Context: an optimization exercise on an open-source flow, tuned for small area and a short achievable clock period. The choices shown serve that exercise and are no tape-out recipe.
Only simulation tests tie the RTL to the original design; equivalence was not proved.
Power is estimated from default activity; no workload was simulated. The clock port is modelled as an ideal driver; clocking choices that lean on that would not hold on a real chip.

==> design.v <==
package mips_trace_pkg;
    localparam int TRACE_W = 167;
    typedef struct packed {
        logic [31:0] pc;
        logic [31:0] instr;
        logic        rf_we;
        logic [4:0]  rf_wa;
        logic [31:0] rf_wd;
        logic        memwrite;
        logic [31:0] dataadr;
        logic [31:0] writedata;
    } trace_entry_t;
    typedef enum logic [1:0] {
        TRIG_PC     = 2'd0,
        TRIG_MEMADR = 2'd1,
        TRIG_MANUAL = 2'd2,
        TRIG_RSVD   = 2'd3
    } trig_mode_e;
    typedef enum logic [1:0] {
        ST_IDLE  = 2'd0,
        ST_ARMED = 2'd1,
        ST_POST  = 2'd2,
        ST_DONE  = 2'd3
    } trace_state_e;
endpackage
module trace_ram
#(
    parameter  int DEPTH = 16
) (
    input  logic         clk,
    input  logic         reset,     
    input  logic         i_ph,      
    input  logic         i_sh,      
    input  mips_trace_pkg::trace_entry_t i_wdata,
    input  logic [7:0]   i_rsel,    
    input  logic         i_ld,      
    input  logic         i_hold,    
    output mips_trace_pkg::trace_entry_t o_rdata
);
    localparam int W = mips_trace_pkg::TRACE_W;
    logic [W-1:0] r_mem [0:DEPTH-1];
    logic [W-1:0] r_rd;
    logic [W-1:0] w_in, w_pick;
    assign w_in = i_wdata ^ {W{i_ph}};
    logic w_shn;
    assign w_shn = ~i_sh;
    for (genvar i = 0; i < DEPTH; i++) begin : g_slot
        trace_slot u_slot (
            .clk   (clk),
            .i_sh  (i_sh),
            .i_shn (w_shn),
            .i_d   ((i == 0) ? w_in : r_mem[(i == 0) ? 0 : i-1]),
            .o_q   (r_mem[i])
        );
    end
    always_comb begin
        w_pick = '0;
        for (int j = 0; j < 8; j++)
            w_pick = w_pick | (r_mem[DEPTH-9+j] & {W{i_rsel[j]}});
    end
    always_ff @(posedge clk or negedge reset) begin
        if (!reset) r_rd <= '0;
        else        r_rd <= ({W{i_ld}} & (w_pick ^ {W{i_ph}})) | ({W{i_hold}} & r_rd);
    end
    assign o_rdata = r_rd;
endmodule
module trace_slot (
    input  logic         clk,
    input  logic         i_sh,
    input  logic         i_shn,
    input  logic [mips_trace_pkg::TRACE_W-1:0] i_d,
    output logic [mips_trace_pkg::TRACE_W-1:0] o_q
);
    for (genvar b = 0; b < mips_trace_pkg::TRACE_W; b++) begin : g_bit
        trace_bit u_bit (
            .clk   (clk),
            .i_sh  (i_sh),
            .i_shn (i_shn),
            .i_d   (i_d[b]),
            .o_q   (o_q[b])
        );
    end
endmodule
module trace_bit (
    input  logic clk,
    input  logic i_sh,
    input  logic i_shn,
    input  logic i_d,
    output logic o_q
);
    always_ff @(posedge clk)
        o_q <= ~((o_q | i_sh) & (i_d | i_shn));
endmodule
module commit_trace_buffer
#(
    parameter  int DEPTH = 16,
    parameter  int POST  = 8,
    parameter  int CNT_W = 32,
    localparam int AW    = $clog2(DEPTH)
) (
    input  logic             clk,
    input  logic             reset,
    input  logic             arm,
    input  logic             abort,
    input  logic [1:0]       trig_mode,
    input  logic [31:0]      trig_val,
    input  logic             trig_now,
    input  logic             cap_valid,
    input  logic [31:0]      pc,
    input  logic [31:0]      instr,
    input  logic             rf_we,
    input  logic [4:0]       rf_wa,
    input  logic [31:0]      rf_wd,
    input  logic             memwrite,
    input  logic [31:0]      dataadr,
    input  logic [31:0]      writedata,
    output logic             busy,
    output logic             triggered,
    output logic             done,
    output logic [AW:0]      count,
    output logic [AW-1:0]    trig_index,
    output logic [CNT_W-1:0] trig_cycles,
    output logic             rd_valid,
    input  logic             rd_ready,
    output mips_trace_pkg::trace_entry_t     rd_data,
    output logic             rd_last
);
    localparam logic [AW:0] FULL = (AW+1)'(DEPTH);
    logic             r_busy, r_post, r_done, r_ph;
    logic             w_busy_nxt, w_post_nxt, w_done_nxt;
    logic [AW-1:0]    r_wr_ptr, r_trig_slot, r_post_cnt, r_trig_index;
    logic [AW-1:0]    w_wr_ptr_nxt, w_trig_slot_nxt, w_post_cnt_nxt, w_trig_index_nxt;
    logic [AW:0]      r_count, r_rd_idx, w_count_nxt, w_rd_idx_nxt;
    logic             r_triggered, w_triggered_nxt;
    logic [CNT_W-1:0] r_trig_cycles, w_trig_cycles_nxt;
    logic             r_rd_valid, r_rd_last, w_rd_valid_nxt, w_rd_last_nxt;
    logic             r_post_last, r_rd_more;
    mips_trace_pkg::trig_mode_e   w_mode;
    mips_trace_pkg::trace_entry_t w_entry;
    logic w_hit, w_armed, w_arm_ok, w_capture, w_fire, w_beat, w_last_cap;
    logic w_sh, w_full_nxt, w_ld_first, w_ld_next, w_ld_same;
    logic [AW-1:0] w_ti_fire, w_ti_cap;
    logic [7:0]  r_rsel, w_rsel_nxt;
    assign w_mode  = mips_trace_pkg::trig_mode_e'(trig_mode);
    assign w_entry = {pc, instr, rf_we, rf_wa, rf_wd, memwrite, dataadr,
                      writedata};
    always_comb begin
        w_hit = 1'b0;
        unique case (w_mode)
            mips_trace_pkg::TRIG_PC:     w_hit = (pc == trig_val);
            mips_trace_pkg::TRIG_MEMADR: w_hit = memwrite && (dataadr == trig_val);
            mips_trace_pkg::TRIG_MANUAL: w_hit = trig_now;
            default:     w_hit = 1'b0;
        endcase
    end
    assign w_armed    = r_busy && !r_post;
    assign w_beat     = r_rd_valid && rd_ready;
    assign w_arm_ok   = !abort && !r_busy && arm;
    assign w_capture  = !abort && r_busy && cap_valid;
    assign w_fire     = w_capture && w_armed && w_hit;
    assign w_last_cap = !abort && cap_valid && r_post_last;
    always_comb begin
        w_busy_nxt = r_busy;
        w_post_nxt = r_post;
        w_done_nxt = r_done;
        if (abort) begin
            w_busy_nxt = 1'b0;
            w_post_nxt = 1'b0;
            w_done_nxt = 1'b0;
        end else if (w_arm_ok) begin
            w_busy_nxt = 1'b1;
            w_post_nxt = 1'b0;
            w_done_nxt = 1'b0;
        end else if (w_fire) begin
            w_post_nxt = 1'b1;
        end else if (w_last_cap) begin
            w_busy_nxt = 1'b0;
            w_post_nxt = 1'b0;
            w_done_nxt = 1'b1;
        end else if (r_done && w_beat && r_rd_last) begin
            w_done_nxt = 1'b0;
        end
    end
    always_comb begin
        w_wr_ptr_nxt      = r_wr_ptr;
        w_count_nxt       = r_count;
        w_triggered_nxt   = r_triggered;
        w_trig_cycles_nxt = r_trig_cycles;
        w_trig_slot_nxt   = r_trig_slot;
        w_post_cnt_nxt    = r_post_cnt;
        w_rd_idx_nxt      = r_rd_idx;
        if (w_arm_ok) begin
            w_wr_ptr_nxt      = '0;
            w_count_nxt       = '0;
            w_triggered_nxt   = 1'b0;
            w_trig_cycles_nxt = '0;
            w_trig_slot_nxt   = '0;
            w_post_cnt_nxt    = '0;
            w_rd_idx_nxt      = '0;
        end else begin
            if (w_armed && !abort && r_trig_cycles != '1)
                w_trig_cycles_nxt = r_trig_cycles + CNT_W'(1);
            if (w_capture) begin
                w_wr_ptr_nxt = r_wr_ptr + AW'(1);
                if (r_count != FULL) w_count_nxt = r_count + (AW+1)'(1);
            end
            if (w_fire) begin
                w_triggered_nxt = 1'b1;
                w_trig_slot_nxt = r_wr_ptr;
                w_post_cnt_nxt  = AW'(POST);
            end else if (w_capture && r_post) begin
                w_post_cnt_nxt = r_post_cnt - AW'(1);
            end
            if (w_beat) w_rd_idx_nxt = r_rd_idx + (AW+1)'(1);
        end
    end
    assign w_full_nxt = r_count >= (AW+1)'(DEPTH-1);
    assign w_ti_fire  = w_full_nxt ? AW'(DEPTH-1) : r_wr_ptr;
    assign w_ti_cap   = r_trig_slot - (w_full_nxt ? r_wr_ptr + AW'(1) : '0);
    always_comb begin
        if (w_arm_ok)       w_trig_index_nxt = '0;
        else if (w_fire)    w_trig_index_nxt = w_ti_fire;
        else if (w_capture) w_trig_index_nxt = w_ti_cap;
        else                w_trig_index_nxt = r_trig_index;
    end
    assign w_ld_first = w_last_cap;
    assign w_ld_next  = r_rd_more && rd_ready && !abort && !arm;
    assign w_ld_same  = r_rd_valid && !rd_ready && !abort && !arm;
    assign w_rd_valid_nxt = w_ld_first || w_ld_next || w_ld_same;
    assign w_rd_last_nxt  = (w_ld_next && (r_rd_idx + (AW+1)'(2) == r_count)) ||
                            (w_ld_same && r_rd_last);
    function automatic logic [7:0] sel_busy(input logic [AW:0] c);
        for (int j = 0; j < 8; j++)
            sel_busy[j] = (c != FULL) ? (c == (AW+1)'(DEPTH-8+j))
                                      : (c == (AW+1)'(DEPTH-7+j));
    endfunction
    function automatic logic [7:0] sel_done(input logic [AW:0] c);
        for (int j = 0; j < 8; j++)
            sel_done[j] = c == (AW+1)'(DEPTH-7+j);
    endfunction
    logic [AW:0] w_count_inc;
    logic [7:0]  w_rsel_cap, w_rsel_busy, w_rsel_done;
    assign w_count_inc = (r_count == FULL) ? FULL : r_count + (AW+1)'(1);
    assign w_rsel_cap  = r_post_last ? sel_done(w_count_inc) : sel_busy(w_count_inc);
    assign w_rsel_busy = sel_busy(r_count);
    assign w_rsel_done = sel_done(r_count);
    always_comb begin
        if (w_arm_ok)                 w_rsel_nxt = '0;
        else if (w_capture)           w_rsel_nxt = w_rsel_cap;
        else if (r_busy && !abort)    w_rsel_nxt = w_rsel_busy;
        else                          w_rsel_nxt = w_rsel_done;
    end
    always_ff @(posedge clk or negedge reset) begin
        if (!reset) begin
            r_busy        <= 1'b0;
            r_post        <= 1'b0;
            r_done        <= 1'b0;
            r_ph          <= 1'b0;
            r_wr_ptr      <= '0;
            r_count       <= '0;
            r_triggered   <= 1'b0;
            r_trig_cycles <= '0;
            r_trig_slot   <= '0;
            r_post_cnt    <= '0;
            r_rd_idx      <= '0;
            r_trig_index  <= '0;
            r_rd_valid    <= 1'b0;
            r_rd_last     <= 1'b0;
            r_post_last   <= 1'b0;
            r_rd_more     <= 1'b0;
            r_rsel        <= '0;
        end else begin
            r_busy        <= w_busy_nxt;
            r_post        <= w_post_nxt;
            r_done        <= w_done_nxt;
            r_ph          <= !r_ph;
            r_wr_ptr      <= w_wr_ptr_nxt;
            r_count       <= w_count_nxt;
            r_triggered   <= w_triggered_nxt;
            r_trig_cycles <= w_trig_cycles_nxt;
            r_trig_slot   <= w_trig_slot_nxt;
            r_post_cnt    <= w_post_cnt_nxt;
            r_rd_idx      <= w_rd_idx_nxt;
            r_trig_index  <= w_trig_index_nxt;
            r_rd_valid    <= w_rd_valid_nxt;
            r_rd_last     <= w_rd_last_nxt;
            r_post_last   <= r_post && !abort &&
                             r_post_cnt == (cap_valid ? AW'(2) : AW'(1));
            r_rd_more     <= w_rd_valid_nxt && !w_rd_last_nxt;
            r_rsel        <= w_rsel_nxt;
        end
    end
    assign w_sh = w_capture || w_beat;
    trace_ram #(.DEPTH(DEPTH)) u_ram (
        .clk     (clk),
        .reset   (reset),
        .i_ph    (r_ph),
        .i_sh    (w_sh),
        .i_wdata (w_entry),
        .i_rsel  (r_rsel),
        .i_ld    (w_ld_first || w_ld_next),
        .i_hold  (w_ld_same),
        .o_rdata (rd_data)
    );
    assign busy        = r_busy;
    assign done        = r_done;
    assign triggered   = r_triggered;
    assign count       = r_count;
    assign trig_cycles = r_trig_cycles;
    assign trig_index  = r_trig_index;
    assign rd_valid    = r_rd_valid;
    assign rd_last     = r_rd_last;
endmodule
==> flow/run.sh <==
#!/bin/bash
# Standard layout, with plain buffers (not delay cells) on the ports and a
# clock tree of fewer, larger leaf clusters without dummy loads.
set -euo pipefail
export BUFFER_PORTS_ARGS="-buffer_cell sky130_fd_sc_hd__buf_2"
export CTS_ARGS="-sink_clustering_enable -repair_clock_nets -dont_use_dummy_load -buf_list sky130_fd_sc_hd__clkbuf_16 -sink_clustering_size 25 -sink_clustering_max_diameter 70"
bash standard.sh > standard.log 2>&1
==> standard.sh <==
#!/bin/bash
# synth_recipe.tcl (not shown) runs the flow's synth.tcl, then flattens the netlist and writes it again
# the make line also repeats each setting of config.mk as NAME=value (left out here)
make -C /OpenROAD-flow-scripts/flow DESIGN_CONFIG=/design/flow/config.mk WORK_HOME=/design/flow/orfs CLKGATE_MAP_FILE= SYNTH_SCRIPT=/design/flow/synth_recipe.tcl "${@:-finish}"
==> config.mk <==
export PLATFORM = sky130hd
export DESIGN_NAME = commit_trace_buffer
export DESIGN_NICKNAME = commit_trace_buffer
export VERILOG_FILES = /design/flow/design.v
export SDC_FILE = /design/flow/constraint.sdc
export NUM_CORES = 4
export LEC_CHECK = 0
export CAP_MARGIN = 20
export CORE_MARGIN = 2
export CORE_UTILIZATION = 65
export SETUP_SLACK_MARGIN = 4.4
export SLEW_MARGIN = 20
export SYNTH_HIERARCHICAL = 1
export SYNTH_MINIMUM_KEEP_SIZE = 0
==> constraint.sdc <==
create_clock -name core_clock -period 7.0 [get_ports {clk}]
set_input_delay 1.4000 -clock core_clock [delete_from_list [all_inputs] [get_ports {clk}]]
set_output_delay 1.4000 -clock core_clock [all_outputs]
set_load 0.01 [all_outputs]
==> impl_metrics.toml, run 1 <==
[global_route]
gr-total-overflow = 0
antenna_found_initial = 6
grt.total_usage_pct = 32.2
grt_pass1_wl_mm = 354
grt_pass1_vias = 62400
grt_max_degree = 167

[finish]
final_nets = 8332
multi_input_area_sq_um = 30200
ff_latch_area_sq_um = 56300
final_layout_size_suffix_gt1_share_pct = 11.6
fill_cells = 9367
synthToLayoutAreaGrowth_pct = 13.4

[cts]
cts_buffer_depth = 3
numClockSinks = 2747
cts_tree = "yes"
htree_levels = 4
cts_root_buffer = "clkbuf_16"
clkLatencyLatePin_ns = 0.79
cts.clk_slew.worst_paths_ns = 0.09
cts_buffers = 136

[placement]
globalplace.congestion = 0.879
portBuffers = 420
place_hpwl_mm = 122
pre_cts_slack_ns = 2.25

[worst_setup_path]
startpoint = "r_count[1]"
r2r_end = "r_trig_index[3]"
r2r-start = "r_count[1]"
r2r_setup_slack_ns = 4.27
r2r_cells = 18
slowest_stage = "dfrtp_2"
start_kind = "flip-flop"
path_class = "flip-flop to primary output"
crit_chain = "buf_4 > buf_6"
crit_required_ns = 5.60
slowest_delay_ns = 0.42
path_max_fanout = 2
cp_data_arrival_time_ns = 1.44
endpoint_kind = "primary output"

[status]
status = "no timing/DRC/antenna violations"

[synthesis]
yosys_warnings = 10
ys_types = 63
synth_seq_cells = 2747
syn_inst = 7502
syn_area_sq_um = 87300
ys.flop_type = "dfxtp_1"
synth-async-reset-ratio_pct = 8.81
syn_avg_cell_area_sq_um = 11.6
syn_nets = 7724
synth-edff-count = 0
yosysSeqAreaShare_pct = 64.4

[sta]
period_minus_slack_ns = 2.84
fmax_ghz = 0.352
maxSlewHeadroom_pct = 22.5
fin_crit_sh_pct = 40.6
worst_slew_pin_slew_ns = 1.16
finClkSkew_ns = 0.0432
layout_setup_ws_ns = 4.16
fin_tns_setup_ns = 0
hold_viol_final = 0
drv_slew = 0
setup_violations = 0
rsz0062_at_grt = "yes"

[route]
wl_mm = 241
vias_per_cell = 7.02
vias = 69300
drtPass1Iterations = 6
ant_nets = 0
drtIter0Drc = 6970
drc = 0
drt-wirelength-per-cell_um = 24.4

[worst_hold_path]
min_to = "u_ram.g_slot[6].u_slot.g_bit[43].u_bit.o_q"
min_path_cells = 1
min_from = "u_ram.g_slot[5].u_slot.g_bit[43].u_bit.o_q"
hold_path_class = "flip-flop to flip-flop"

[floorplanning]
dieArea_sq_um = 137000
fp.dieW_um = 370
pin_count = 421
die_h_um = 370
row_count = 134
initial_utilization_pct = 65.5
coreArea_sq_um = 133000

[pwr]
peakVddDrop_uv = 304
finalPower_w = 0.0391
p_per_area_nw_per_um2 = 395
p_leak_nw = 37.1

[job]
max_cap_viol_count = 0
==> cells in the mapped netlist, types with 4 or more instances <==
cell type     n  area share (%)
nand2_1     231            0.99
nor4_1       18            0.13
o31ai_1       5           0.043
o21ai_0      21            0.12
dfxtp_1    2505              57
inv_1        19           0.082
a22oi_1     664             5.7
xnor2_1      81            0.81
a31oi_1       7           0.050
a311oi_1      5           0.050
o211ai_1    168             1.4
and3_1        4           0.029
o22ai_1    2505              18
a21oi_1      20            0.11
a41o_1      168             1.9
a22o_1        5           0.050
ha_1         13            0.19
nor2b_1       8           0.057
buf_2       152            0.87
buf_1         7           0.030
nor3_1       14           0.080
mux2i_1       7           0.080
nor2_1       63            0.27
nand4_1     199             1.4
xor2_1      188             1.9
or3_1         6           0.043
nand2b_1     10           0.072
dfrtp_1     242             6.9
clkbuf_1     83            0.36
nand3_1      32            0.18
==> layout by cell type, fill, tap and decap left out, drive strengths merged, types with 4 or more instances in the layout <==
cell type  netlist  layout
dfrtp          242     242
nand2b          11      13
xor2           188     188
xnor2           81      81
a22oi          664     664
a41o           168     168
dfxtp         2505    2505
inv             19      22
a31oi            7       7
o211ai         168     168
nand4          199     199
nand3           34      34
or4              4       4
nor4            20      20
o22ai         2505    2505
a22o             5       5
and3             4       4
nor2b            8       8
mux2i            7       7
nor2            63      63
or3              6       6
o21ai           23      23
nand2          231     235
bufbuf           0       8
a311oi           5       5
nor3            15      15
a21oi           20      20
ha              13      13
clkbuf          86     161
buf            162     676
o31ai            6       6
==> final cells by class <==
type,count,share of cell area (%)
flip-flops and latches,2747,56.8
multi-input cells,4494,30.5
repair buffers,709,6.85
clock buffers,136,3.44
well taps,1768,2.23
inverters,19,0.0910
repair inverters,3,0.0291
diodes,1,0.00253
==> worst max path at each step <==
stage | end | slack (ns) | cells past startpoint
2_1_floorplan | u_ram.g_slot[0].u_slot.g_bit[0].u_bit.o_q | -82.41 | 6
3_3_place_gp | u_ram.g_slot[0].u_slot.g_bit[112].u_bit.o_q | 2.35 | 8
3_5_place_dp | u_ram.g_slot[8].u_slot.g_bit[112].u_bit.o_q | 2.25 | 8
4_1_cts | rd_data[5] | 4.14 | 1
5_1_grt | r_trig_index[3] | 4.08 | 18
6_report | count[1] | 4.16 | 2
==> per-stage QoR <==
| step | hold slack, ns | util (%) | cells | cell area (sq um) |
|---|---|---|---|---|
| after CTS | 0.401 | 73.2 | 9798 | 97600 |
| final | 0.405 | 74.3 | 9877 | 99000 |
| after global placement | 0.416 | 68.6 | 9517 | 91500 |
| after floorplan | 0.395 | - | 7502 | 87300 |
| after global routing | 0.426 | 74.3 | 9876 | 99000 |
| after detailed placement | 0.423 | 68.6 | 9517 | 91500 |
==> power breakdown <==
| group | internal (W) | leakage, nW | switching, W |
|---|---|---|---|
| Clock | 0.00348 | 1.68 | 0.00465 |
| Sequential | 0.0217 | 24.5 | 0.00400 |
| Combinational | 0.00321 | 10.9 | 0.00212 |
| Total | 0.0284 | 37.1 | 0.0108 |
==> per-module statistics from Yosys (local to each module, per instance), excerpt <==
module,flip-flops and latches,cell area (sq um),cells,copies in the design
commit_trace_buffer,75,5110,592,1
trace_bit,1,26.3,2,2505
==> cells by family (layout without fill, tap and decap cells) <==
kind of cell / after synthesis / count (layout) / share of synthesized area (%)
other cells: 0 / 1 / 0
xor+xnor: 269 / 269 / 2.70
mux: 8 / 8 / 0.0932
buf+inv: 267 / 867 / 1.39
flops: 2747 / 2747 / 64.4
compound gates: 3588 / 3588 / 27.7
fa+ha+maj: 14 / 14 / 0.209
simple gates: 609 / 615 / 3.54
==> state kept, by name, indices dropped and copies added, names as in the netlist, 4 cells and up <==
register,count
r_trig_cycles,32
u_ram.g_slot.u_slot.g_bit.u_bit.o_q,2505
r_trig_index,4
r_post_cnt,4
r_wr_ptr,4
r_count,5
r_rsel,8
u_ram.r_rd,167
r_trig_slot,4
r_rd_idx,5
==> critical path, delay by kind of cell (launching register included) <==
kind	cells	cell delay, ns
buffers and inverters	2	0.27
DFF	1	0.42
==> per-layer routing <==
metal / up-vias / routed length (um) / share of wire [%] / track usage, %
met1: 34300 / 102000 / 42 / 44.0
met3: 490 / 18700 / 7.8 / 6.20
li1: 31900 / - / - / -
met4: 6 / 9450 / 3.9 / 13.2
met5: - / 34 / 0.014 / 0
met2: 2616 / 111000 / 46 / 50.3
==> repair_timing <==
item	4_1_cts	5_1_grt
resized for setup	301	79
hold buffers	0	0
pin swaps	13	14
hold endpoints to repair	0	0
endpoints found under the setup margin	2914	1813
cloned	27	28
buffers inserted	118	50
==> run 2, diff against run 1 <==
--- a/config.mk
+++ b/config.mk
@@ -9,4 +9,4 @@
 export CORE_MARGIN = 2
-export CORE_UTILIZATION = 65
-export SETUP_SLACK_MARGIN = 4.4
+export CORE_UTILIZATION = 60
+export SETUP_SLACK_MARGIN = 4.5
 export SLEW_MARGIN = 20
==> impl_metrics.toml, run 2 <==
[status]
status = "no timing/DRC/antenna violations"

[global_route]
grt_max_degree = 178
grt.total_usage_pct = 31.3
grtUsageMet2_pct = 49.7
met3_usage_pct = 4.74
grt_pass1_wl_mm = 367
gr-total-overflow = 0
grt_pass1_vias = 62500
busiest_layer = "met2"
antenna_found_initial = 5
grt_util_met1_pct = 44.1

[route]
drtPass1Iterations = 6
drc = 0
drt-wirelength-per-cell_um = 24.8
wl_mm = 250
vias_per_cell = 6.84
vias = 68900
ant_nets = 0
drtIter0Drc = 6002

[pwr]
p_leak_nw = 37.8
pwr-share-comb_pct = 13.5
power_switching_w = 0.0108
peakVddDrop_uv = 308
p_per_area_nw_per_um2 = 391
clkPwrFrac_pct = 21.3
power_frac_seq_pct = 65.1
p_sw_share_pct = 27.4
p_int_w = 0.0286

[finish]
instances_no_fill = 10100
largest_reg_flops = 2505
synthToLayoutAreaGrowth_pct = 15.4
final_layout_size_suffix_gt1_share_pct = 12.4
finish.instance_area_sq_um = 101000
multi_input_area_sq_um = 30300
top_register = "u_ram.g_slot.u_slot.g_bit.u_bit.o_q"
ff_latch_area_sq_um = 56300
fill_cells = 10900
final_nets = 8394
final_cell_mix = "o22ai_1, dfxtp_1, a22oi_1, buf_2, nand2_1"
reg_top3 = "u_ram.g_slot.u_slot.g_bit.u_bit.o_q: 2505 flops, u_ram.r_rd: 167 flops, r_trig_cycles: 32 flops"

[floorplanning]
coreArea_sq_um = 144000
initial_utilization_pct = 60.6
fp.dieW_um = 385
pin_count = 421
dieArea_sq_um = 149000
row_count = 139
die_h_um = 385

[sta]
layout_setup_ws_ns = 4.13
setup_violations = 0
worst_slew_pin_slew_ns = 1.00
fin_crit_sh_pct = 41.0
rsz0062_at_grt = "yes"
hold_viol_final = 0
period_minus_slack_ns = 2.87
fmax_ghz = 0.349
finClkSkew_ns = 0.0494
fin_tns_setup_ns = 0
maxSlewHeadroom_pct = 33.2
drv_slew = 0

[synthesis]
syn_inst = 7502
syn_avg_cell_area_sq_um = 11.6
yosysTopAreaCellShare_pct = 57.5
yosysSeqAreaShare_pct = 64.4
syn_nets = 7724
ys.flop_type = "dfxtp_1"
yosysTopAreaCell = "dfxtp_1"
syn_area_sq_um = 87300
ys_top_cells_by_count = "dfxtp_1, o22ai_1, a22oi_1"
yosys_warnings = 10
synth_seq_cells = 2747
synth_area_leaders = "dfxtp_1, o22ai_1, dfrtp_1, a22oi_1, a41o_1"
synth-edff-count = 0
ys_types = 63
synth-async-reset-ratio_pct = 8.81

[cts]
cts_buffer_depth = 3
htree_levels = 4
cts_root_buffer = "clkbuf_16"
clkLatencyLatePin_ns = 0.78
cts_tree = "yes"
cts.clk_slew.worst_paths_ns = 0.08
cts_buffers = 144
numClockSinks = 2747

[placement]
globalplace.congestion = 0.887
place_hpwl_mm = 125
detailed_place.area_sq_um = 91800
dp_cells = 9652
pre_cts_slack_ns = 2.31
portBuffers = 420

[worst_setup_path]
endpoint_kind = "flip-flop"
slowest_stage = "nand4_1"
start_kind = "input pin"
cp_data_arrival_time_ns = 3.52
path_max_fanout = 6
crit_chain = "buf_2 > xnor2_1 > nand4_1 > nor4_4 > and3_4 > o31ai_4 > mux2_4"
path_class = "input pin to flip-flop"
crit_required_ns = 7.65
slowest_delay_ns = 0.49

[job]
max_cap_viol_count = 0

[worst_hold_path]
hold_path_class = "flip-flop to flip-flop"
==> run 2: path summary, 6_finish.rpt <==
kind,startpoint,endpoint,slack [ns],depth (start not counted)
setup / recovery,pc[18],r_trig_slot[0],4.13,7
hold / removal,u_ram.g_slot[5].u_slot.g_bit[37].u_bit.o_q,u_ram.g_slot[6].u_slot.g_bit[37].u_bit.o_q,0.39,1
setup reg to reg,r_count[0],r_trig_index[2],4.33,14
hold reg to reg,u_ram.g_slot[5].u_slot.g_bit[37].u_bit.o_q,u_ram.g_slot[6].u_slot.g_bit[37].u_bit.o_q,0.39,1
max in group asynchronous,reset,r_ph,4.77,2
min in group asynchronous,reset,u_ram.r_rd[129],0.73,1
==> run 2: layout make-up <==
class / count / share of cell area (%)
multi-input combinational: 4495 / 30.1
timing repair buffer: 761 / 7.90
sequential: 2747 / 55.9
clock buffer: 144 / 3.58
antenna: 2 / 0.00497
inverter: 19 / 0.0969
tap: 1903 / 2.36
timing repair inverter: 4 / 0.0373
==> run 2: cell families after synthesis <==
logic type | after synthesis | synth area share [%]
DFF | 2747 | 64.4
adders and majority gates | 14 | 0.209
muxes | 8 | 0.0932
xor gates and xnor gates | 269 | 2.70
AOI/OAI and AO/OA | 3588 | 27.7
and+or+nand+nor | 609 | 3.54
buffers and inverters | 267 | 1.39
==> run 2: worst max-delay path, delay by kind of cell <==
kind | cells | cell delay (ns)
multiplexers | 1 | 0.33
buffers and inverters | 1 | 0.25
AO/OA/AOI/OAI | 1 | 0.11
XOR/XNOR | 1 | 0.16
AND/OR/NAND/NOR | 3 | 1.25
==> run 2: power groups by stage <==
stage | Sequential [W] | Clock, W | Combinational (W)
after floorplan | 0.0249 | 0 | 0.00432
after global placement | 0.0256 | 0 | 0.00477
after detailed placement | 0.0258 | 0 | 0.00507
after CTS | 0.0255 | 0.00854 | 0.00524
after global routing | 0.0263 | 0.00908 | 0.00590
final | 0.0256 | 0.00840 | 0.00533
==> run 2: repair_timing <==
item | 4_1_cts | 5_1_grt
hold buffers | 0 | 0
setup endpoints to repair | 2927 | 1750
pin swaps | 21 | 26
gates resized for setup | 356 | 84
buffers inserted | 131 | 75
gates cloned | 49 | 22
==> run 2: per-module statistics from Yosys, one instance, submodules excluded, excerpt <==
module,cell area (sq um),flops+latches,copies in the design,cells inside
trace_bit,26.3,1,2505,2
commit_trace_buffer,5110,75,1,592
==> run 2: routing by layer <==
layer | part of all wire (%) | wire length (um)
met2 | 46 | 116000
met5 | 0.0032 | 8
met4 | 3.0 | 7490
met3 | 6.7 | 16700
met1 | 44 | 110000
==> run 2: metrics by stage <==
stage	total power [W]	hold WS [ns]	utilization (%)
floorplan	0.0292	0.395	-
global placement	0.0303	0.416	63.7
detailed placement	0.0309	0.422	63.7
CTS	0.0392	0.392	68.8
global route	0.0413	0.395	69.9
finish	0.0394	0.391	69.9
==> run 3, diff against run 2 <==
==> flow/run.sh (replaced) <==
#!/bin/bash
# Standard layout, with plain buffers (not delay cells) on the ports and a
# clock tree of fewer, larger leaf clusters without dummy loads.
set -euo pipefail
export BUFFER_PORTS_ARGS="-buffer_cell sky130_fd_sc_hd__buf_1"
export CTS_ARGS="-sink_clustering_enable -repair_clock_nets -dont_use_dummy_load -buf_list sky130_fd_sc_hd__clkbuf_16 -sink_clustering_size 30 -sink_clustering_max_diameter 80"
bash standard.sh > standard.log 2>&1
--- a/config.mk
+++ b/config.mk
@@ -9,4 +9,4 @@
 export CORE_MARGIN = 2
-export CORE_UTILIZATION = 60
-export SETUP_SLACK_MARGIN = 4.5
+export CORE_UTILIZATION = 65
+export SETUP_SLACK_MARGIN = 4.4
 export SLEW_MARGIN = 20
==> impl_metrics.toml, run 3 <==
[status]
status = "no timing/DRC/antenna violations"

[sta]
fmax_ghz = 0.357
period_minus_slack_ns = 2.80
maxSlewHeadroom_pct = 28.6
layout_setup_ws_ns = 4.20
finClkSkew_ns = 0.0492
rsz0062_at_grt = "yes"
setup_violations = 0
hold_viol_final = 0
fin_tns_setup_ns = 0
fin_crit_sh_pct = 40.0
drv_slew = 0
worst_slew_pin_slew_ns = 1.07

[cts]
cts_root_buffer = "clkbuf_16"
cts.clk_slew.worst_paths_ns = 0.11
clkLatencyLatePin_ns = 0.76
numClockSinks = 2747
htree_levels = 3
cts_buffers = 107
cts_tree = "yes"
cts_buffer_depth = 3
cts-hold-fix-buffers = 0

[worst_setup_path]
cp_data_arrival_time_ns = 1.40
crit_chain = "buf_6"
slowest_delay_ns = 0.48
path_max_fanout = 4
critPathBufInv = 1
slowest_stage = "dfrtp_2"
path_class = "flip-flop to primary output"
worst_path_dominant_cell_family = "flip-flops"
start_kind = "flip-flop"
crit_required_ns = 5.60
endpoint_kind = "primary output"

[synthesis]
syn_inst = 7502
synth_seq_cells = 2747
yosysSeqAreaShare_pct = 64.4
ys_top_cells_by_count = "dfxtp_1, o22ai_1, a22oi_1"
synth-edff-count = 0
synth_area_leaders = "dfxtp_1, o22ai_1, dfrtp_1, a22oi_1, a41o_1"
yosys_warnings = 10
syn_avg_cell_area_sq_um = 11.6
syn_area_sq_um = 87300
synth-async-reset-ratio_pct = 8.81
ys_types = 63
ys.flop_type = "dfxtp_1"
yosysTopAreaCell = "dfxtp_1"
syn_nets = 7724
yosysTopAreaCellShare_pct = 57.5

[pwr]
p_per_area_nw_per_um2 = 391
peakVddDrop_uv = 293
p_leak_nw = 35.9

[global_route]
grt.total_usage_pct = 32.2
grt_pass1_vias = 62200
antenna_found_initial = 4
grt_pass1_wl_mm = 353
grt_max_degree = 226
gr-total-overflow = 0

[route]
drt-wirelength-per-cell_um = 24.4
drtPass1Iterations = 7
vias = 68500
vias_per_cell = 6.97
drtIter0Drc = 6943
drc = 0
wl_mm = 240
ant_nets = 0

[placement]
detailed_place.area_sq_um = 90900
globalplace.congestion = 0.881
dp_cells = 9506
place_hpwl_mm = 120
pre_cts_slack_ns = 1.96
portBuffers = 420

[finish]
fin_util_pct = 73.2
finish.instance_area_sq_um = 97600
final_cell_mix = "o22ai_1, dfxtp_1, a22oi_1, nand2_1, dfrtp_1"
final_nets = 8282
synthToLayoutAreaGrowth_pct = 11.9
final_layout_size_suffix_gt1_share_pct = 8.58
reg_top3 = "u_ram.g_slot.u_slot.g_bit.u_bit.o_q: 2505 flops, u_ram.r_rd: 167 flops, r_trig_cycles: 32 flops"
top_register = "u_ram.g_slot.u_slot.g_bit.u_bit.o_q"
instances_no_fill = 9827
largest_reg_flops = 2505

[floorplanning]
die_h_um = 370
pin_count = 421
dieArea_sq_um = 137000
initial_utilization_pct = 65.5
coreArea_sq_um = 133000
fp.dieW_um = 370
row_count = 134

[job]
max_cap_viol_count = 0

[worst_hold_path]
hold_path_class = "flip-flop to flip-flop"
-- run 3: cell types whose count changed in the layout (fill, tap and decap cells not counted), moves of 4 or more --
cell	delta
buf_1	+196
buf_12	-6
buf_16	-27
buf_2	-247
buf_4	-28
buf_6	-20
bufbuf_16	-4
clkbuf_16	-47
clkbuf_2	+76
dfrtp_1	+9
dfrtp_2	-9
nor3_1	+5
-- run 3: metrics by stage --
| stage | hold slack (ns) | power, W |
|---|---|---|
| 3_5_place_dp | 0.423 | 0.0309 |
| 5_1_grt | 0.415 | 0.0400 |
| 2_1_floorplan | 0.395 | 0.0292 |
| 6_report | 0.412 | 0.0382 |
| 4_1_cts | 0.407 | 0.0380 |
| 3_3_place_gp | 0.416 | 0.0303 |
-- run 3: final timing paths --
kind                       depth (start not counted)  slack (ns)                                          end                                         from
max                                                1        4.20                                     count[1]                                   r_count[1]
min                                                1        0.41  u_ram.g_slot[1].u_slot.g_bit[107].u_bit.o_q  u_ram.g_slot[0].u_slot.g_bit[107].u_bit.o_q
max reg2reg                                       15        4.29                              r_trig_index[2]                                   r_count[1]
min reg2reg                                        1        0.41  u_ram.g_slot[1].u_slot.g_bit[107].u_bit.o_q  u_ram.g_slot[0].u_slot.g_bit[107].u_bit.o_q
max in group asynchronous                          2        4.84                              u_ram.r_rd[111]                                        reset
min in group asynchronous                          1        0.70                              u_ram.r_rd[126]                                        reset
-- run 3: kinds of logic after synthesis --
kind of cell | synth area share, %
AOI/OAI and AO/OA | 27.7
xor gates and xnor gates | 2.70
adders and majority gates | 0.209
buffers and inverters | 1.39
DFF | 64.4
muxes | 0.0932
and+or+nand+nor | 3.54
-- run 3: what timing repair did --
action                     4_1_cts  5_1_grt
gates resized for setup        413      165
setup buffers                  102       71
pin swaps                        4       13
gates cloned                    27       13
setup endpoints to repair     2928     1778
-- run 3: routing by layer --
layer  vias to the layer above  global-route usage (%)  part of all wire (%)
met5                         -                       0                0.0096
met2                      2335                    51.0                    46
met1                     33900                    43.9                    42
met4                         4                    12.3                   4.2
met3                       447                    5.92                   7.4
li1                      31800                       -                     -
-- run 3: cell type report --
type	count	area [sq um]
sequential	2747	56300
fill	9631	35700
multi-input combinational	4494	30200
timing repair buffer	687	6100
clock buffer	107	2680
tap	1768	2210
inverter	19	100
timing repair inverter	4	42.5
antenna	1	2.50
-- run 3: modules after synthesis (local to each module, per instance), excerpt --
module               copies in the design  area, sq um  cells inside  flip-flops and latches
commit_trace_buffer                     1         5110           592                      75
trace_bit                            2505         26.3             2                       1
-- run 3: report_power, final --
part / internal, W / switching [W]
combinational: 0.00317 / 0.00209
sequential: 0.0217 / 0.00400
clock: 0.00275 / 0.00450
==> run 4, diff against run 3 <==
--- a/config.mk
+++ b/config.mk
@@ -9,3 +9,3 @@
 export CORE_MARGIN = 2
-export CORE_UTILIZATION = 65
+export CORE_UTILIZATION = 70
 export SETUP_SLACK_MARGIN = 4.4
==> impl_metrics.toml, run 4 <==
[cts]
cts_root_buffer = "clkbuf_16"
cts_buffer_depth = 3
htree_levels = 3
numClockSinks = 2747
cts_tree = "yes"
clkLatencyLatePin_ns = 0.73
cts_buffers = 104
cts.clk_slew.worst_paths_ns = 0.11
cts-hold-fix-buffers = 0

[finish]
fin_util_pct = 78.6
final_nets = 8289
final_cell_mix = "o22ai_1, dfxtp_1, a22oi_1, nand2_1, buf_1"
finish.instance_area_sq_um = 97200
top_register = "u_ram.g_slot.u_slot.g_bit.u_bit.o_q"
synthToLayoutAreaGrowth_pct = 11.3
largest_reg_flops = 2505
final_layout_size_suffix_gt1_share_pct = 8.87
ff_latch_area_sq_um = 56300
fill_cells = 8072
reg_top3 = "u_ram.g_slot.u_slot.g_bit.u_bit.o_q: 2505 flops, u_ram.r_rd: 167 flops, r_trig_cycles: 32 flops"
multi_input_area_sq_um = 30200

[placement]
globalplace.congestion = 0.881
portBuffers = 420
place_hpwl_mm = 122
detailed_place.area_sq_um = 91000

[worst_setup_path]
r2r-start = "r_rsel[3]"
r2r_cells = 4
start_kind = "flip-flop"
cp_data_arrival_time_ns = 1.39
worst_path_dominant_cell_family = "flip-flops"
r2r_setup_slack_ns = 4.39
path_class = "flip-flop to primary output"
critPathBufInv = 1
crit_required_ns = 5.60
crit_chain = "buf_6"
slowest_stage = "dfrtp_2"
r2r_end = "u_ram.r_rd[7]"
slowest_delay_ns = 0.50
endpoint_kind = "primary output"
path_max_fanout = 2

[synthesis]
ys_top_cells_by_count = "dfxtp_1, o22ai_1, a22oi_1"
synth-edff-count = 0
synth_area_leaders = "dfxtp_1, o22ai_1, dfrtp_1, a22oi_1, a41o_1"
syn_inst = 7502
ys_types = 63
yosysTopAreaCellShare_pct = 57.5
syn_avg_cell_area_sq_um = 11.6
syn_area_sq_um = 87300
syn_nets = 7724
ys.flop_type = "dfxtp_1"
yosysTopAreaCell = "dfxtp_1"
yosysSeqAreaShare_pct = 64.4
synth-async-reset-ratio_pct = 8.81
synth_seq_cells = 2747
yosys_warnings = 10

[worst_hold_path]
hold_path_class = "flip-flop to flip-flop"
min_path_cells = 1
min_to = "u_ram.g_slot[5].u_slot.g_bit[27].u_bit.o_q"
min_from = "u_ram.g_slot[4].u_slot.g_bit[27].u_bit.o_q"

[sta]
whs_ns = 0.411
period_minus_slack_ns = 2.79
fin_tns_setup_ns = 0
hold_viol_final = 0
setup_violations = 0
finClkSkew_ns = 0.0311
fin_crit_sh_pct = 39.9
rsz0062_at_grt = "yes"
fmax_ghz = 0.358
worst_slew_pin_slew_ns = 1.08
drv_slew = 0
maxSlewHeadroom_pct = 27.7

[global_route]
antenna_found_initial = 3
gr-total-overflow = 0
grt_pass1_vias = 62900
grt.total_usage_pct = 33.8
grt_max_degree = 250
grt_pass1_wl_mm = 348

[route]
drtIter0Drc = 7884
drt-wirelength-per-cell_um = 24.2
ant_nets = 0
wl_mm = 235
drc = 0
drtPass1Iterations = 9
vias_per_cell = 7.16
vias = 69400

[floorplanning]
dieArea_sq_um = 128000
pin_count = 421
coreArea_sq_um = 124000
fp.dieW_um = 357
die_h_um = 357
initial_utilization_pct = 70.6
row_count = 129

[pwr]
p_per_area_nw_per_um2 = 393
p_leak_nw = 35.7
finalPower_w = 0.0382
peakVddDrop_uv = 334

[job]
max_cap_viol_count = 0

[status]
status = "no timing/DRC/antenna violations"
## run 4: cell counts after synthesis
Identical to the previous run, type by type.
## run 4: per-stage QoR
stage / cells / setup slack [ns]
final: 9703 / 4.21
after global routing: 9703 / 4.17
after CTS: 9635 / 4.18
after detailed placement: 9403 / 2.29
after global placement: 9403 / 2.34
after floorplan: 7502 / -82.41
## run 4: how the worst max path moves through the flow
stage,slack [ns],depth (start not counted),end,from
after floorplan,-82.41,6,u_ram.g_slot[0].u_slot.g_bit[0].u_bit.o_q,abort
after global placement,2.34,8,u_ram.g_slot[4].u_slot.g_bit[65].u_bit.o_q,abort
after detailed placement,2.29,8,u_ram.g_slot[14].u_slot.g_bit[99].u_bit.o_q,abort
after CTS,4.18,1,rd_data[13],u_ram.r_rd[13]
after global routing,4.17,1,rd_data[13],u_ram.r_rd[13]
final,4.21,1,rd_data[16],u_ram.r_rd[16]
## run 4: cell type report
type                            instances  share of cell area [%]
Sequential cell                      2747                    57.9
Multi-Input combinational cell       4494                    31.1
Timing Repair Buffer                  699                    6.05
Clock buffer                          104                    2.68
Tap cell                             1637                    2.11
Inverter                               19                  0.0901
Timing Repair inverter                  2                  0.0180
Antenna cell                            1                 0.00258
## run 4: Yosys stat by module, one instance, submodules excluded, excerpt
module	cells inside	cell area, sq um	flops+latches
commit_trace_buffer	592	5110	75
trace_bit	2	26.3	1
## run 4: repair_timing
action / 4_1_cts / 5_1_grt
setup endpoints to repair: 2911 / 1448
buffers inserted: 108 / 54
cloned: 20 / 13
pin swaps: 10 / 16
gates resized for setup: 358 / 187
## run 4: per-layer routing
layer | part of all wire (%) | track usage (%)
met5 | 0.0051 | 0
met3 | 7.7 | 4.99
met1 | 42 | 47.0
met4 | 4.0 | 12.8
met2 | 47 | 53.9
## run 4: cell families (layout without fill, tap and decap cells)
| logic type | count (synthesis) | in the layout | share of synthesized area (%) |
|---|---|---|---|
| buffers and inverters | 267 | 824 | 1.39 |
| other | 0 | 1 | 0 |
| AOI/OAI and AO/OA | 3588 | 3588 | 27.7 |
| and+or+nand+nor | 609 | 615 | 3.54 |
| adders and majority gates | 14 | 14 | 0.209 |
| muxes | 8 | 8 | 0.0932 |
| DFF | 2747 | 2747 | 64.4 |
| xor gates and xnor gates | 269 | 269 | 2.70 |
## run 4: where the power goes
group | internal, W | total (W) | switching, W
Clock | 0.00268 | 0.00714 | 0.00446
Combinational | 0.00316 | 0.00528 | 0.00213
Sequential | 0.0217 | 0.0257 | 0.00406
Total | 0.0275 | 0.0382 | 0.0106
==> run 5, diff against run 4 <==
--- a/config.mk
+++ b/config.mk
@@ -9,4 +9,4 @@
 export CORE_MARGIN = 2
-export CORE_UTILIZATION = 70
-export SETUP_SLACK_MARGIN = 4.4
+export CORE_UTILIZATION = 65
+export SETUP_SLACK_MARGIN = 4.25
 export SLEW_MARGIN = 20
==> impl_metrics.toml, run 5 <==
[finish]
multi_input_area_sq_um = 30100
final_cell_mix = "o22ai_1, dfxtp_1, a22oi_1, buf_1, nand2_1"
top_register = "u_ram.g_slot.u_slot.g_bit.u_bit.o_q"
ff_latch_area_sq_um = 56300
final_layout_size_suffix_gt1_share_pct = 7.61
finish.instance_area_sq_um = 96900
final_nets = 8248
n_antenna_cell = 0
synthToLayoutAreaGrowth_pct = 11.0
fill_cells = 9706
instances_no_fill = 9792
largest_reg_flops = 2505
reg_top3 = "u_ram.g_slot.u_slot.g_bit.u_bit.o_q: 2505 flops, u_ram.r_rd: 167 flops, r_trig_cycles: 32 flops"

[sta]
fin_crit_sh_pct = 41.2
setup_violations = 0
worst_slew_pin_slew_ns = 1.13
finClkSkew_ns = 0.0471
drv_slew = 0
layout_setup_ws_ns = 4.12
rsz0062_at_grt = "yes"
hold_viol_final = 0
period_minus_slack_ns = 2.88
fmax_ghz = 0.347
fin_tns_setup_ns = 0
maxSlewHeadroom_pct = 24.9

[global_route]
grt_pass1_vias = 62400
grt_util_met1_pct = 44.0
grtUsageMet2_pct = 50.9
met3_usage_pct = 6.09
antenna_found_initial = 3
grt_pass1_wl_mm = 354
grt_max_degree = 214
gr-total-overflow = 0
grt.total_usage_pct = 32.2
busiest_layer = "met2"

[worst_hold_path]
hold_path_class = "flip-flop to flip-flop"

[placement]
dp_cells = 9506
portBuffers = 420
pre_cts_slack_ns = 1.96
place_hpwl_mm = 120
globalplace.congestion = 0.881
detailed_place.area_sq_um = 90900

[floorplanning]
die_h_um = 370
dieArea_sq_um = 137000
row_count = 134
pin_count = 421
coreArea_sq_um = 133000
initial_utilization_pct = 65.5
fp.dieW_um = 370

[worst_setup_path]
path_class = "flip-flop to primary output"
crit_required_ns = 5.60
worst_path_dominant_cell_family = "flip-flops"
critPathBufInv = 2
endpoint_kind = "primary output"
cp_data_arrival_time_ns = 1.48
slowest_delay_ns = 0.46
slowest_stage = "dfrtp_2"
crit_chain = "buf_6 > buf_8"
path_max_fanout = 3
start_kind = "flip-flop"

[route]
drc = 0
vias = 68000
ant_nets = 0
drt-wirelength-per-cell_um = 23.8
vias_per_cell = 6.95
drtIter0Drc = 6302
drtPass1Iterations = 8
wl_mm = 233

[pwr]
p_leak_nw = 35.5
peakVddDrop_uv = 293
p_per_area_nw_per_um2 = 394

[synthesis]
synth_area_leaders = "dfxtp_1, o22ai_1, dfrtp_1, a22oi_1, a41o_1"
syn_area_sq_um = 87300
yosysTopAreaCell = "dfxtp_1"
syn_nets = 7724
ys_top_cells_by_count = "dfxtp_1, o22ai_1, a22oi_1"
yosysTopAreaCellShare_pct = 57.5
ys_types = 63
synth-async-reset-ratio_pct = 8.81
syn_avg_cell_area_sq_um = 11.6
syn_inst = 7502
synth_seq_cells = 2747
ys.flop_type = "dfxtp_1"
synth-edff-count = 0
yosysSeqAreaShare_pct = 64.4
yosys_warnings = 10

[job]
max_cap_viol_count = 0

[cts]
numClockSinks = 2747
cts_buffers = 107
cts_buffer_depth = 3
cts_root_buffer = "clkbuf_16"
cts_tree = "yes"
htree_levels = 3
cts.clk_slew.worst_paths_ns = 0.12
clkLatencyLatePin_ns = 0.76
cts-hold-fix-buffers = 0

[status]
status = "no timing/DRC/antenna violations"
==> run 5: where the power goes <==
part	internal, W	total (W)	switching (W)
Sequential	0.0217	0.0257	0.00400
Combinational	0.00317	0.00523	0.00207
Clock	0.00275	0.00723	0.00449
==> run 5: per-module statistics from Yosys, one instance, submodules excluded, excerpt <==
module,flip-flops and latches,copies in the design
commit_trace_buffer,75,1
trace_bit,1,2505
==> run 5: path summary, 6_finish.rpt <==
check / slack (ns) / depth (start not counted) / to / start
hold reg to reg: 0.41 / 1 / u_ram.g_slot[3].u_slot.g_bit[68].u_bit.o_q / u_ram.g_slot[2].u_slot.g_bit[68].u_bit.o_q
min in group asynchronous: 0.70 / 1 / u_ram.r_rd[130] / reset
setup reg to reg: 4.30 / 4 / u_ram.r_rd[114] / r_rsel[0]
max in group asynchronous: 4.68 / 2 / r_rsel[2] / reset
setup / recovery: 4.12 / 2 / count[1] / r_count[1]
hold / removal: 0.41 / 1 / u_ram.g_slot[3].u_slot.g_bit[68].u_bit.o_q / u_ram.g_slot[2].u_slot.g_bit[68].u_bit.o_q
==> run 5: timing repair <==
item | CTS | global route
resized for setup | 348 | 109
pin swaps | 4 | 8
setup endpoints to repair | 2860 | 889
setup buffers | 88 | 56
gates cloned | 32 | 3
==> run 5: area by class of cell <==
type	instances	share of cell area, %
well taps	1768	2.28
repair inverters	4	0.0439
multi-input cells	4493	31.1
inverters	19	0.0904
repair buffers	654	5.68
clock buffers	107	2.76
flip-flops and latches	2747	58.1
==> run 5: cells by family (layout without fill, tap and decap cells) <==
family          Yosys count  in the layout  share of synthesized area, %
flops                  2747           2747                          64.4
simple gates            609            614                          3.54
compound gates         3588           3588                          27.7
xor+xnor                269            269                          2.70
mux                       8              8                        0.0932
fa+ha+maj                14             14                         0.209
buf+inv                 267            784                          1.39
==> run 5: per-stage QoR <==
stage | hold WS [ns] | power, W | util (%)
2_1_floorplan | 0.395 | 0.0292 | -
3_3_place_gp | 0.416 | 0.0303 | 68.2
6_report | 0.409 | 0.0381 | 72.7
5_1_grt | 0.415 | 0.0400 | 72.7
4_1_cts | 0.407 | 0.0380 | 72.1
3_5_place_dp | 0.423 | 0.0309 | 68.2
==> run 5: per-layer routing <==
metal | vias up | wire [um] | part of all wire, %
met5 | - | 13 | 0.0056
met4 | 2 | 9730 | 4.2
met3 | 441 | 16900 | 7.2
met2 | 2225 | 107000 | 46
met1 | 33600 | 99400 | 43
li1 | 31700 | - | -
==> run 6, diff against run 5 <==
==> flow/run.sh (replaced) <==
#!/bin/bash
# Standard layout, with plain buffers (not delay cells) on the ports and a
# clock tree of fewer, larger leaf clusters without dummy loads.
set -euo pipefail
export BUFFER_PORTS_ARGS="-buffer_cell sky130_fd_sc_hd__buf_1"
export CTS_ARGS="-sink_clustering_enable -repair_clock_nets -dont_use_dummy_load -buf_list sky130_fd_sc_hd__clkbuf_16 -sink_clustering_size 27 -sink_clustering_max_diameter 75"
bash standard.sh > standard.log 2>&1
--- a/config.mk
+++ b/config.mk
@@ -9,4 +9,4 @@
 export CORE_MARGIN = 2
-export CORE_UTILIZATION = 65
-export SETUP_SLACK_MARGIN = 4.25
+export CORE_UTILIZATION = 70
+export SETUP_SLACK_MARGIN = 4.4
 export SLEW_MARGIN = 20
==> impl_metrics.toml, run 6 <==
[route]
vias_per_cell = 7.20
ant_nets = 0
drc = 0
drt-wirelength-per-cell_um = 24.7
vias = 70200
wl_mm = 241
drtPass1Iterations = 7
drtIter0Drc = 8173

[worst_setup_path]
endpoint_kind = "primary output"
slowest_stage = "dfrtp_2"
critPathBufInv = 1
worst_path_dominant_cell_family = "flip-flops"
startpoint = "u_ram.r_rd[13]"
path_max_fanout = 2
slowest_delay_ns = 0.50
path_class = "flip-flop to primary output"
r2r_setup_slack_ns = 4.24
start_kind = "flip-flop"
crit_chain = "buf_6"
cp_data_arrival_time_ns = 1.42
crit_required_ns = 5.60
r2r_cells = 16
r2r-start = "r_count[0]"
crit_cells = 1

[finish]
reg_top3 = "u_ram.g_slot.u_slot.g_bit.u_bit.o_q: 2505 flops, u_ram.r_rd: 167 flops, r_trig_cycles: 32 flops"
synthToLayoutAreaGrowth_pct = 12.4
fill_cells = 7897
top_register = "u_ram.g_slot.u_slot.g_bit.u_bit.o_q"
instances_no_fill = 9751
finish.instance_area_sq_um = 98100
ff_latch_area_sq_um = 56300
final_layout_size_suffix_gt1_share_pct = 9.34
multi_input_area_sq_um = 30200
final_nets = 8337
final_cell_mix = "o22ai_1, dfxtp_1, a22oi_1, nand2_1, buf_4"
fin_util_pct = 79.4
largest_reg_flops = 2505

[synthesis]
syn_avg_cell_area_sq_um = 11.6
yosysSeqAreaShare_pct = 64.4
syn_inst = 7502
ys.flop_type = "dfxtp_1"
ys_top_cells_by_count = "dfxtp_1, o22ai_1, a22oi_1"
yosysTopAreaCellShare_pct = 57.5
ys_types = 63
yosysTopAreaCell = "dfxtp_1"
synth_seq_cells = 2747
synth-edff-count = 0
syn_nets = 7724
syn_area_sq_um = 87300
synth_area_leaders = "dfxtp_1, o22ai_1, dfrtp_1, a22oi_1, a41o_1"
synth-async-reset-ratio_pct = 8.81
yosys_warnings = 10

[sta]
finClkSkew_ns = 0.0451
fmax_ghz = 0.355
period_minus_slack_ns = 2.82
whs_ns = 0.412
setup_violations = 0
rsz0062_at_grt = "yes"
fin_crit_sh_pct = 40.3
worst_slew_pin_slew_ns = 1.13
hold_viol_final = 0
fin_tns_setup_ns = 0
drv_slew = 0
maxSlewHeadroom_pct = 24.9

[worst_hold_path]
min_from = "u_ram.g_slot[3].u_slot.g_bit[14].u_bit.o_q"
hold_path_class = "flip-flop to flip-flop"
min_path_cells = 1

[pwr]
peakVddDrop_uv = 305
p_per_area_nw_per_um2 = 394
p_leak_nw = 36.2

[placement]
portBuffers = 420
detailed_place.area_sq_um = 91000
globalplace.congestion = 0.881
dp_cells = 9403
place_hpwl_mm = 122

[global_route]
antenna_found_initial = 2
gr-total-overflow = 0
grt_pass1_vias = 63300
grt_pass1_wl_mm = 352
grt_max_degree = 179
grt.total_usage_pct = 34.2

[cts]
cts_root_buffer = "clkbuf_16"
htree_levels = 3
cts_buffers = 117
numClockSinks = 2747
cts_tree = "yes"
cts_buffer_depth = 3
cts-hold-fix-buffers = 0
clkLatencyLatePin_ns = 0.77
cts.clk_slew.worst_paths_ns = 0.10

[floorplanning]
die_h_um = 357
coreArea_sq_um = 124000
row_count = 129
initial_utilization_pct = 70.6
pin_count = 421
fp.dieW_um = 357
dieArea_sq_um = 128000

[job]
max_cap_viol_count = 0

[status]
status = "no timing/DRC/antenna violations"
run 6: cell count changes in the layout (fill, tap and decap cells not counted), sizes merged, moves of 2 or more:
cell    delta
inv        -2
buf       +43
bufbuf    -10
nand2      +2
clkbuf    +55
run 6: cell families (layout without fill, tap and decap cells):
logic type	count (synthesis)	after routing	share of synthesized area [%]
XOR/XNOR	269	269	2.70
AND/OR/NAND/NOR	609	616	3.54
buffers and inverters	267	871	1.39
multiplexers	8	8	0.0932
AO/OA/AOI/OAI	3588	3588	27.7
adder cells (fa/ha/maj)	14	14	0.209
other	0	1	0
flip-flops	2747	2747	64.4
run 6: per-module statistics from Yosys, one instance, submodules excluded, excerpt:
module	copies in the design	cells inside	flip-flops and latches
trace_bit	2505	2	1
commit_trace_buffer	1	592	75
run 6: repair_timing:
action	4_1_cts	5_1_grt
pin swaps	8	15
gates cloned	22	23
endpoints found under the setup margin	2904	2325
buffers inserted	106	79
gates resized for setup	382	172
run 6: per-stage QoR:
stage,power [W],setup slack [ns]
floorplan,0.0292,-82.41
finish,0.0386,4.18
detailed placement,0.0310,2.29
CTS,0.0383,4.15
global route,0.0404,4.11
global placement,0.0303,2.34
run 6: layout make-up:
| class | count | area share, % |
|---|---|---|
| timing repair inverter | 3 | 0.0293 |
| multi-input combinational | 4495 | 30.8 |
| antenna | 1 | 0.00255 |
| timing repair buffer | 732 | 6.61 |
| tap | 1637 | 2.09 |
| inverter | 19 | 0.0995 |
| clock buffer | 117 | 2.98 |
| sequential | 2747 | 57.4 |
run 6: power breakdown:
part	switching, W	internal (W)	total [W]	leakage, nW
sequential	0.00409	0.0217	0.0258	24.4
clock	0.00456	0.00298	0.00755	1.44
combinational	0.00215	0.00318	0.00533	10.3
total	0.0108	0.0278	0.0386	36.2
run 6: path summary, 6_finish.rpt:
| path | end |
|---|---|
| worst min-delay path | u_ram.g_slot[4].u_slot.g_bit[14].u_bit.o_q |
| worst min register to register | u_ram.g_slot[4].u_slot.g_bit[14].u_bit.o_q |
| max in group asynchronous | r_trig_cycles[15] |
| min in group asynchronous | u_ram.r_rd[124] |
| worst max register to register | r_trig_index[3] |
| worst max-delay path | rd_data[13] |
run 6: per-layer routing:
| layer | wire length [um] | track usage (%) |
|---|---|---|
| met1 | 99500 | 47.6 |
| met2 | 111000 | 54.2 |
| met3 | 19500 | 4.94 |
| met4 | 10100 | 13.6 |
| met5 | 13 | 0 |
==> run 7, diff against run 6 <==
--- a/design.v
+++ b/design.v
@@ -42,3 +42,3 @@
     logic [W-1:0] r_rd;
-    logic [W-1:0] w_in, w_pick;
+    logic [W-1:0] w_in;
     assign w_in = i_wdata ^ {W{i_ph}};
@@ -55,6 +55,17 @@
     end
-    always_comb begin
-        w_pick = '0;
-        for (int j = 0; j < 8; j++)
-            w_pick = w_pick | (r_mem[DEPTH-9+j] & {W{i_rsel[j]}});
+    logic w_ldp, w_ldn;
+    logic [W-1:0] w_rd_nxt;
+    assign w_ldp = i_ld && i_ph;
+    assign w_ldn = i_ld && !i_ph;
+    for (genvar b = 0; b < W; b++) begin : g_rbit
+        trace_read_bit u_rbit (
+            .i_s    ({r_mem[14][b], r_mem[13][b], r_mem[12][b], r_mem[11][b],
+                      r_mem[10][b], r_mem[9][b],  r_mem[8][b],  r_mem[7][b]}),
+            .i_sel  (i_rsel),
+            .i_ldp  (w_ldp),
+            .i_ldn  (w_ldn),
+            .i_hold (i_hold),
+            .i_q    (r_rd[b]),
+            .o_d    (w_rd_nxt[b])
+        );
     end
@@ -62,3 +73,3 @@
         if (!reset) r_rd <= '0;
-        else        r_rd <= ({W{i_ld}} & (w_pick ^ {W{i_ph}})) | ({W{i_hold}} & r_rd);
+        else        r_rd <= w_rd_nxt;
     end
@@ -93,2 +104,15 @@
 endmodule
+module trace_read_bit (
+    input  logic [7:0] i_s,
+    input  logic [7:0] i_sel,
+    input  logic       i_ldp,
+    input  logic       i_ldn,
+    input  logic       i_hold,
+    input  logic       i_q,
+    output logic       o_d
+);
+    logic w_x;
+    assign w_x = |(i_s & i_sel);
+    assign o_d = (w_x && i_ldn) || (!w_x && i_ldp) || (i_q && i_hold);
+endmodule
 module commit_trace_buffer
==> flow/run.sh (replaced) <==
#!/bin/bash
# Standard layout, with plain buffers (not delay cells) on the ports and a
# clock tree of fewer, larger leaf clusters without dummy loads.
set -euo pipefail
export BUFFER_PORTS_ARGS="-buffer_cell sky130_fd_sc_hd__buf_1"
export CTS_ARGS="-sink_clustering_enable -repair_clock_nets -dont_use_dummy_load -buf_list sky130_fd_sc_hd__clkbuf_16 -sink_clustering_size 30 -sink_clustering_max_diameter 80"
bash standard.sh > standard.log 2>&1
==> impl_metrics.toml, run 7 <==
[synthesis]
yosysTopAreaCell = "dfxtp_1"
syn_avg_cell_area_sq_um = 12.0
yosys_warnings = 10
yosysTopAreaCellShare_pct = 57.7
syn_area_sq_um = 86900
ys_top_cells_by_count = "dfxtp_1, o22ai_1, a22oi_1"
ys.flop_type = "dfxtp_1"
synth_area_leaders = "dfxtp_1, o22ai_1, dfrtp_1, a22oi_1, a22oi_2"
syn_nets = 7490
synth_seq_cells = 2747
synth-async-reset-ratio_pct = 8.81
syn_inst = 7268
yosysSeqAreaShare_pct = 64.7
ys_types = 62
synth-edff-count = 0

[global_route]
grt.total_usage_pct = 33.6
grt_pass1_vias = 63900
gr-total-overflow = 0
grt_max_degree = 149
grt_pass1_wl_mm = 348
antenna_found_initial = 2

[cts]
cts.clk_slew.worst_paths_ns = 0.11
cts_buffer_depth = 3
cts_tree = "yes"
cts_root_buffer = "clkbuf_16"
cts_buffers = 104
numClockSinks = 2747
clkLatencyLatePin_ns = 0.76
htree_levels = 3

[placement]
detailed_place.area_sq_um = 91600
globalplace.congestion = 0.882
portBuffers = 420
pre_cts_slack_ns = 2.18
place_hpwl_mm = 121
dp_cells = 9385

[route]
ant_nets = 0
drt-wirelength-per-cell_um = 23.8
vias = 69000
drtPass1Iterations = 8
drc = 0
wl_mm = 233
vias_per_cell = 7.03
drtIter0Drc = 7059

[sta]
maxSlewHeadroom_pct = 28.2
drv_slew = 0
rsz0062_at_grt = "yes"
fin_crit_sh_pct = 39.7
fmax_ghz = 0.360
fin_tns_setup_ns = 0
worst_slew_pin_slew_ns = 1.08
finClkSkew_ns = 0.0519
hold_viol_final = 0
setup_violations = 0
period_minus_slack_ns = 2.78
layout_setup_ws_ns = 4.22

[floorplanning]
initial_utilization_pct = 70.4
coreArea_sq_um = 123000
row_count = 129
pin_count = 421
fp.dieW_um = 356
dieArea_sq_um = 127000
die_h_um = 356

[finish]
ff_latch_area_sq_um = 56300
reg_top3 = "u_ram.g_slot.u_slot.g_bit.u_bit.o_q: 2505 flops, u_ram.r_rd: 167 flops, r_trig_cycles: 32 flops"
final_layout_size_suffix_gt1_share_pct = 12.4
final_cell_mix = "o22ai_1, dfxtp_1, a22oi_1, a21oi_1, buf_4"
synthToLayoutAreaGrowth_pct = 14.0
n_antenna_cell = 0
top_register = "u_ram.g_slot.u_slot.g_bit.u_bit.o_q"
finish.instance_area_sq_um = 99100
instances_no_fill = 9814
largest_reg_flops = 2505
final_nets = 8401
fin_util_pct = 80.3
fill_cells = 7595
multi_input_area_sq_um = 30700

[pwr]
p_per_area_nw_per_um2 = 388
peakVddDrop_uv = 312
p_leak_nw = 36.9

[worst_setup_path]
path_max_fanout = 4
crit_required_ns = 7.60
start_kind = "flip-flop"
path_class = "flip-flop to flip-flop"
cp_data_arrival_time_ns = 3.38
endpoint_kind = "flip-flop"

[worst_hold_path]
hold_path_class = "flip-flop to flip-flop"

[job]
max_cap_viol_count = 0

[status]
status = "no timing/DRC/antenna violations"
-- run 7: cell types whose count changed after synthesis, moves of 17 or more --
cell,before,now
a22oi_1,664,501
a21oi_1,20,360
nand2_1,231,62
a22oi_2,0,167
buf_2,152,1
clkbuf_1,83,19
a41o_1,168,0
mux2i_1,7,171
o211ai_1,168,2
o21ai_1,2,19
-- run 7: Yosys stat by module (local to each module, per instance), a selection --
module / cells / area [sq um]
commit_trace_buffer: 566 / 4980
trace_bit: 2 / 26.3
trace_read_bit: 8 / 61.3
-- run 7: layout make-up --
type,instances,area share (%)
clock buffers,104,2.63
inverters,13,0.0757
multi-input cells,4469,31.0
flip-flops and latches,2747,56.7
well taps,1637,2.07
repair buffers,841,7.44
repair inverters,3,0.0290
-- run 7: where the power goes --
group / internal [W] / switching [W] / total (W)
Sequential: 0.0216 / 0.00429 / 0.0259
Clock: 0.00268 / 0.00447 / 0.00714
Combinational: 0.00324 / 0.00219 / 0.00544
Total: 0.0275 / 0.0110 / 0.0385
-- run 7: cell families (layout without fill, tap and decap cells) --
family,Yosys count,after routing,synth area share [%]
flops,2747,2747,64.7
buf+inv,55,961,0.442
simple gates,416,419,2.68
xor+xnor,269,269,2.71
fa+ha+maj,14,14,0.210
compound gates,3596,3596,27.3
mux,171,171,1.97
-- run 7: repair_timing --
item / CTS / global route
endpoints found under the setup margin: 2924 / 2560
cloned: 21 / 17
pin swaps: 10 / 29
gates resized for setup: 416 / 179
setup buffers: 209 / 78
hold buffers: 0 / 0
hold endpoints to repair: 0 / 0
-- run 7: per-stage QoR --
stage               total power [W]  hold WS [ns]
global placement             0.0306         0.416
floorplan                    0.0294         0.395
global route                 0.0402         0.429
finish                       0.0385         0.423
detailed placement           0.0312         0.422
CTS                          0.0382         0.411
-- run 7: final timing paths --
kind	start	endpoint	slack, ns	cells after the start
max	r_count[0]	r_trig_index[3]	4.22	17
min in group asynchronous	reset	u_ram.r_rd[125]	0.79	1
min	u_ram.g_slot[4].u_slot.g_bit[85].u_bit.o_q	u_ram.g_slot[5].u_slot.g_bit[85].u_bit.o_q	0.42	1
max reg2reg	r_count[0]	r_trig_index[3]	4.22	17
max in group asynchronous	reset	r_rsel[7]	4.70	2
min reg2reg	u_ram.g_slot[4].u_slot.g_bit[85].u_bit.o_q	u_ram.g_slot[5].u_slot.g_bit[85].u_bit.o_q	0.42	1
-- run 7: layer usage --
layer,wire length (um),global-route usage (%),vias up,part of all wire [%]
li1,-,-,31700,-
met1,95100,44.6,33900,41
met2,111000,54.6,2813,47
met3,15600,4.75,621,6.7
met4,11800,15.7,2,5.1
met5,9,0,-,0.0039
-- run 7: critical path, stage by stage (launching register included) --
cell	delay, ns
dfrtp_2	0.43
buf_6	0.12
ha_4	0.15
and3_4	0.16
ha_4	0.18
nor2_4	0.17
o21a_1	0.23
nor2_1	0.09
ha_2	0.20
inv_2	0.06
a21o_1	0.12
a21oi_2	0.07
xnor2_2	0.18
buf_4	0.14
buf_4	0.09
nand3_1	0.07
mux2i_1	0.14
a21oi_1	0.06

re-timing with driven ports:
Ports are ideal in the flow. The routed layouts listed here were re-timed in OpenROAD. Step 1, drivers: a clkbuf_16 drives clk and a buf_2 each remaining input, both assumed. Step 2 also shifts input and output timing later by t, the mid clock arrival at the registers, as if the neighbouring blocks saw the same clock. Slacks: ideal / step 1 / step 2; pairs: ideal / step 1.
| run | shift t [ns] | slack for setup (ns) | worst hold slack (ns) | slew at the worst register clock pin (ns) |
|---|---|---|---|---|
| run 1 | 0.852 | 4.156 / 4.068 / 3.358 | 0.405 / 0.405 / 0.405 | 0.10 / 0.10 |
| run 2 | 0.846 | 4.132 / 4.073 / 3.346 | 0.391 / 0.391 / 0.391 | 0.10 / 0.10 |
| run 3 | 0.828 | 4.198 / 4.111 / 3.483 | 0.412 / 0.412 / 0.412 | 0.12 / 0.12 |
| run 4 | 0.803 | 4.209 / 4.125 / 3.632 | 0.411 / 0.411 / 0.411 | 0.11 / 0.11 |
| run 5 | 0.828 | 4.116 / 4.029 / 3.418 | 0.409 / 0.409 / 0.409 | 0.12 / 0.12 |
| run 6 | 0.827 | 4.182 / 4.101 / 3.627 | 0.412 / 0.412 / 0.412 | 0.11 / 0.11 |
| run 7 | 0.818 | 4.221 / 4.131 / 3.526 | 0.423 / 0.423 / 0.423 | 0.12 / 0.12 |
After both steps setup and hold are still met in every run listed. The setup slack of run 1, which loses most, moves by -0.088 ns with the drivers and by -0.798 ns with both steps.
